Context: an optimization exercise on an open-source flow, tuned for small area. The choices shown serve that exercise and are no tape-out recipe.
At most, simulation tests tie the RTL to the original design; equivalence was not proved.
Power and IR drop assume default switching activity. No driver is modelled on the clock port, so clocking that relies on it looks cheaper here than on a real chip.

lane 1:
==> module apb_mem_array, before the edit <==
module apb_mem_array #(
  parameter int DATA_WIDTH = 32,
  parameter int RINGS      = 12
) (
  input  logic                  clk,
  input  logic                  rst_n,
  input  logic                  we,
  input  logic [3:0]            wring,
  input  logic [1:0]            wslot,
  input  logic [DATA_WIDTH-1:0] wdata,    
  input  logic                  rvalid,
  input  logic [3:0]            rring,
  input  logic [1:0]            rslot,
  output logic [DATA_WIDTH-1:0] rdata
);
  localparam int W = DATA_WIDTH;
  logic [RINGS*W-1:0] p0, p1, p2, p3;
  logic [1:0]         u;           
  logic [1:0]         u_in;        
  logic [1:0]         clr_cnt;
  logic               clear;       
  logic [RINGS-1:0]   stale;       
  logic               pend;
  logic [3:0]         pend_ring;
  logic [1:0]         pend_slot;
  logic [W-1:0]       wbuf_n;      
  logic               now_ok;      
  logic               pend_go;     
  logic [RINGS-1:0]   ins;
  logic [W-1:0]       ins_data;
  assign u_in     = u - 2'd1;
  assign clear    = (clr_cnt != 2'd0);
  assign now_ok   = (wslot == u_in);
  assign pend_go  = pend && (pend_slot == u_in);
  assign ins_data = ~wbuf_n;
  always_comb begin
    for (int r = 0; r < RINGS; r++) begin
      ins[r] = clear ||
               (we   && now_ok && (wring == 4'(r))) ||
               (pend_go && (pend_ring == 4'(r)));
    end
  end
  always_ff @(posedge clk) begin
    for (int r = 0; r < RINGS; r++) begin
      p0[r*W +: W] <= ins[r] ? ins_data : p3[r*W +: W];
    end
    p1 <= p0;
    p2 <= p1;
    p3 <= p2;
  end
  always_ff @(posedge clk) begin
    if (!rst_n) begin
      u       <= 2'd3;
      clr_cnt <= 2'd3;
      pend    <= 1'b0;
      stale   <= '1;
    end else begin
      u <= u_in;
      if (clr_cnt != 2'd0) clr_cnt <= clr_cnt - 2'd1;
      for (int r = 0; r < RINGS; r++) begin
        if (ins[r] && u_in == 2'd3) stale[r] <= 1'b0;
      end
      if (we && !now_ok) begin
        pend      <= 1'b1;
        pend_ring <= wring;
        pend_slot <= wslot;
      end else if (pend_go) begin
        pend <= 1'b0;
      end
    end
  end
  always_ff @(posedge clk) begin
    if (!rst_n || clr_cnt[1]) wbuf_n <= '1;
    else if (!pend || pend_go) wbuf_n <= ~wdata;
  end
  logic [W-1:0] tap;
  logic [W-1:0] rcap;
  logic         rd_hit;
  logic         hit_q;
  logic         ok_q;
  always_comb begin
    tap = '0;
    for (int r = 0; r < RINGS; r++) begin
      if (rring == 4'(r) && !(rslot == 2'd3 && stale[r])) tap = tap | p0[r*W +: W];
    end
  end
  assign rd_hit = (rslot == u);
  always_ff @(posedge clk) begin
    if (rd_hit) rcap <= tap;
    hit_q <= (rslot == u_in);
    ok_q  <= rvalid;
  end
  assign rdata = ok_q ? (hit_q ? tap : rcap) : '0;
endmodule
clock: 5.0 ns
lec_check: 0
cap_margin: 0
core_margin: 2
core_utilization: 40
slew_margin: 0
standard.sh (not shown) runs the stock make flow with config.mk's settings and CLKGATE_MAP_FILE= SYNTH_SCRIPT=/design/flow/synth_recipe.tcl, a recipe that flattens the netlist after the stock synthesis.
==> flow/flow/run.sh <==
#!/bin/bash
# Own layout flow: the standard ORFS flow (standard.sh), with
#  - synthesis: synth_recipe.tcl unchanged except that the final abc mapping
#    uses an area-oriented script (flow/area.abc) instead of abc_speed.script;
#    registers, flattening and renaming are as in the standard synthesis;
#  - CTS without dummy loads;
#  - CTS, port buffer and repair settings from the variables below.
# Each tool's full output stays in orfs/logs/; make's output goes to make.log.
set -euo pipefail
W=$(pwd)
mkdir -p "$W/areasynth"
# synth.tcl with its abc call replaced by flow/abc_call.tcl
awk -v f="$W/flow/abc_call.tcl" '
  /^  log_cmd abc \{\*\}\$abc_args$/ { while ((getline l < f) > 0) print l; next }
  { print }' "$FLOW_HOME/scripts/synth.tcl" > "$W/areasynth/synth_core.tcl"
grep -q AREA_ABC_SCRIPT "$W/areasynth/synth_core.tcl"
sed "s|^source \$::env(SCRIPTS_DIR)/synth.tcl\$|source $W/areasynth/synth_core.tcl|" \
  "$W/synth_recipe.tcl" > "$W/areasynth/synth.tcl"
grep -q "areasynth/synth_core.tcl" "$W/areasynth/synth.tcl"
export AREA_ABC_SCRIPT="$W/flow/area.abc"

CTS="-sink_clustering_enable -repair_clock_nets -dont_use_dummy_load"
[[ -n "${MY_CTS_EXTRA:-}" ]] && CTS="$CTS $MY_CTS_EXTRA"
source "$W/flow/knobs.sh"

bash "$W/standard.sh" \
  SYNTH_SCRIPT="$W/areasynth/synth.tcl" \
  CTS_ARGS="$CTS $CTS_EXTRA" \
  "${EXTRA_VARS[@]}" \
  finish > "$W/make.log" 2>&1
==> flow/flow/abc_call.tcl <==
  # Area-oriented mapping: the same abc arguments without the speed script
  # and delay target, and this folder's area.abc script instead.
  set area_abc_args {}
  set skip 0
  foreach a $abc_args {
    if { $skip } { set skip 0; continue }
    if { $a eq "-script" || $a eq "-D" } { set skip 1; continue }
    lappend area_abc_args $a
  }
  log_cmd abc -script $::env(AREA_ABC_SCRIPT) {*}$area_abc_args
==> flow/flow/area.abc <==
strash; dc2; dch; amap; topo
==> flow/flow/knobs.sh <==
CTS_EXTRA="-sink_clustering_size 30 -sink_clustering_max_diameter 100"
EXTRA_VARS=(BUFFER_PORTS_ARGS="-buffer_cell sky130_fd_sc_hd__buf_1")
Lane 1 completed; timing, DRC and antenna clean
### lane 1 -> lane 2
==> flow/design.v, changed modules only <==
module apb_mem_array #(
  parameter int DATA_WIDTH = 32,
  parameter int RINGS      = 12
) (
  input  logic                  clk,
  input  logic                  rst_n,
  input  logic                  we,
  input  logic [3:0]            wring,
  input  logic [1:0]            wslot,
  input  logic [DATA_WIDTH-1:0] wdata,    
  input  logic                  rvalid,
  input  logic [3:0]            rring,
  input  logic [1:0]            rslot,
  output logic [DATA_WIDTH-1:0] rdata
);
  localparam int W = DATA_WIDTH;
  logic [RINGS*W-1:0] p0, p1, p2, p3;
  logic [1:0]         u;           
  logic [1:0]         u_in;        
  logic [1:0]         clr_cnt;
  logic               clear;       
  logic               pend;
  logic [3:0]         pend_ring;
  logic [1:0]         pend_slot;
  logic [W-1:0]       wbuf;
  logic               now_ok;      
  logic               pend_go;     
  logic [RINGS-1:0]   ins;
  logic [W-1:0]       ins_data;
  assign u_in     = u - 2'd1;
  assign clear    = !rst_n || (clr_cnt != 2'd0);
  assign now_ok   = (wslot == u_in);
  assign pend_go  = pend && (pend_slot == u_in);
  assign ins_data = clear ? '0 : wbuf;
  always_comb begin
    for (int r = 0; r < RINGS; r++) begin
      ins[r] = clear ||
               (we   && now_ok && (wring == 4'(r))) ||
               (pend_go && (pend_ring == 4'(r)));
    end
  end
  always_ff @(posedge clk) begin
    for (int r = 0; r < RINGS; r++) begin
      p0[r*W +: W] <= ins[r] ? ins_data : p3[r*W +: W];
    end
    p1 <= p0;
    p2 <= p1;
    p3 <= p2;
  end
  always_ff @(posedge clk) begin
    if (!rst_n) begin
      u       <= 2'd0;
      clr_cnt <= 2'd3;
      pend    <= 1'b0;
    end else begin
      u <= u_in;
      if (clr_cnt != 2'd0) clr_cnt <= clr_cnt - 2'd1;
      if (we && !now_ok) begin
        pend      <= 1'b1;
        pend_ring <= wring;
        pend_slot <= wslot;
      end else if (pend_go) begin
        pend <= 1'b0;
      end
    end
  end
  always_ff @(posedge clk) begin
    if (!pend || pend_go) wbuf <= wdata;
  end
  logic [W-1:0] tap;
  logic [W-1:0] rcap;
  logic [W-1:0] rout;
  logic         rd_hit;
  always_comb begin
    tap = '0;
    for (int r = 0; r < RINGS; r++) begin
      if (rring == 4'(r)) tap = tap | p0[r*W +: W];
    end
  end
  assign rd_hit = (rslot == u);
  assign rout = ({W{rvalid &&  rd_hit}} & tap) |
                ({W{rvalid && !rd_hit}} & rcap);
  always_ff @(posedge clk) begin
    rcap <= rout;
  end
  assign rdata = rout;
endmodule
Findings:
Lane 2 vs. lane 1: post-route fraction of the period consumed by the critical path went down by 2.4 points.
Total instance count after detailed placement of lane 2 falls short of that of lane 1 by a little under 10%.
Post-layout instance area ended up about 1.7% lower on lane 2 than on lane 1.
Higher share of the final layout cell area in multi-input gates among lane 2 and lane 1: lane 1
Looking at buffer and inverter count on the worst path, lane 2 sits 1 above lane 1.
When the final numbers for lane 2 and lane 1 were put side by side, the post-synthesis instance area turned out to be smaller in lane 2.
The core utilization of the finished layout of lane 2 and that of lane 1 are within noise of each other.
Going from lane 1 to lane 2, the total via count in the routed design was found to have gone down by 462.
Summary of lane 2 over lane 1: final worst setup slack grew by 0.12 ns, first-pass GRT wire length picked up an extra about 11%, hold slack +0.028 ns.
Between lane 2 and lane 1, it is lane 2 whose clock power share is higher, by 2.3 points.
Of lane 2 and lane 1, lane 2 shows the lower total of plain and repair buffers excluding clock buffers, with lane 1 above it.
Function not checked in lane 1: the RTL went through the layout flow alone.

-- port drivers added, routing unchanged --
In the flow no input, the clock included, has a driving cell. The finished layouts below were timed again as built, in two steps. Step 1 sets driving cells, clkbuf_16 on the clock port and buf_2 on the other inputs (assumed; they add their load-dependent delay and slew). Step 2, shift: input delay + t, output delay - t, t = (earliest + latest rising clock arrival at the registers) / 2. This alone moves slack from input paths to output paths. Slacks: ideal / step 1 / step 2; pairs: ideal / step 1.
run | t (ns) | setup slack, ns | worst register clock-pin slew, ns | cell pins on the clock port's net
lane 1 | 0.699 | 0.226 / 0.205 / 0.205 | 0.12 / 0.12 | 1
lane 2 | 0.709 | 0.345 / 0.307 / 0.307 | 0.11 / 0.11 | 1
After both steps setup and hold are still met in every run listed. The setup slack of lane 2, which loses most, moves by -0.038 ns with the drivers and by -0.038 ns with both steps.
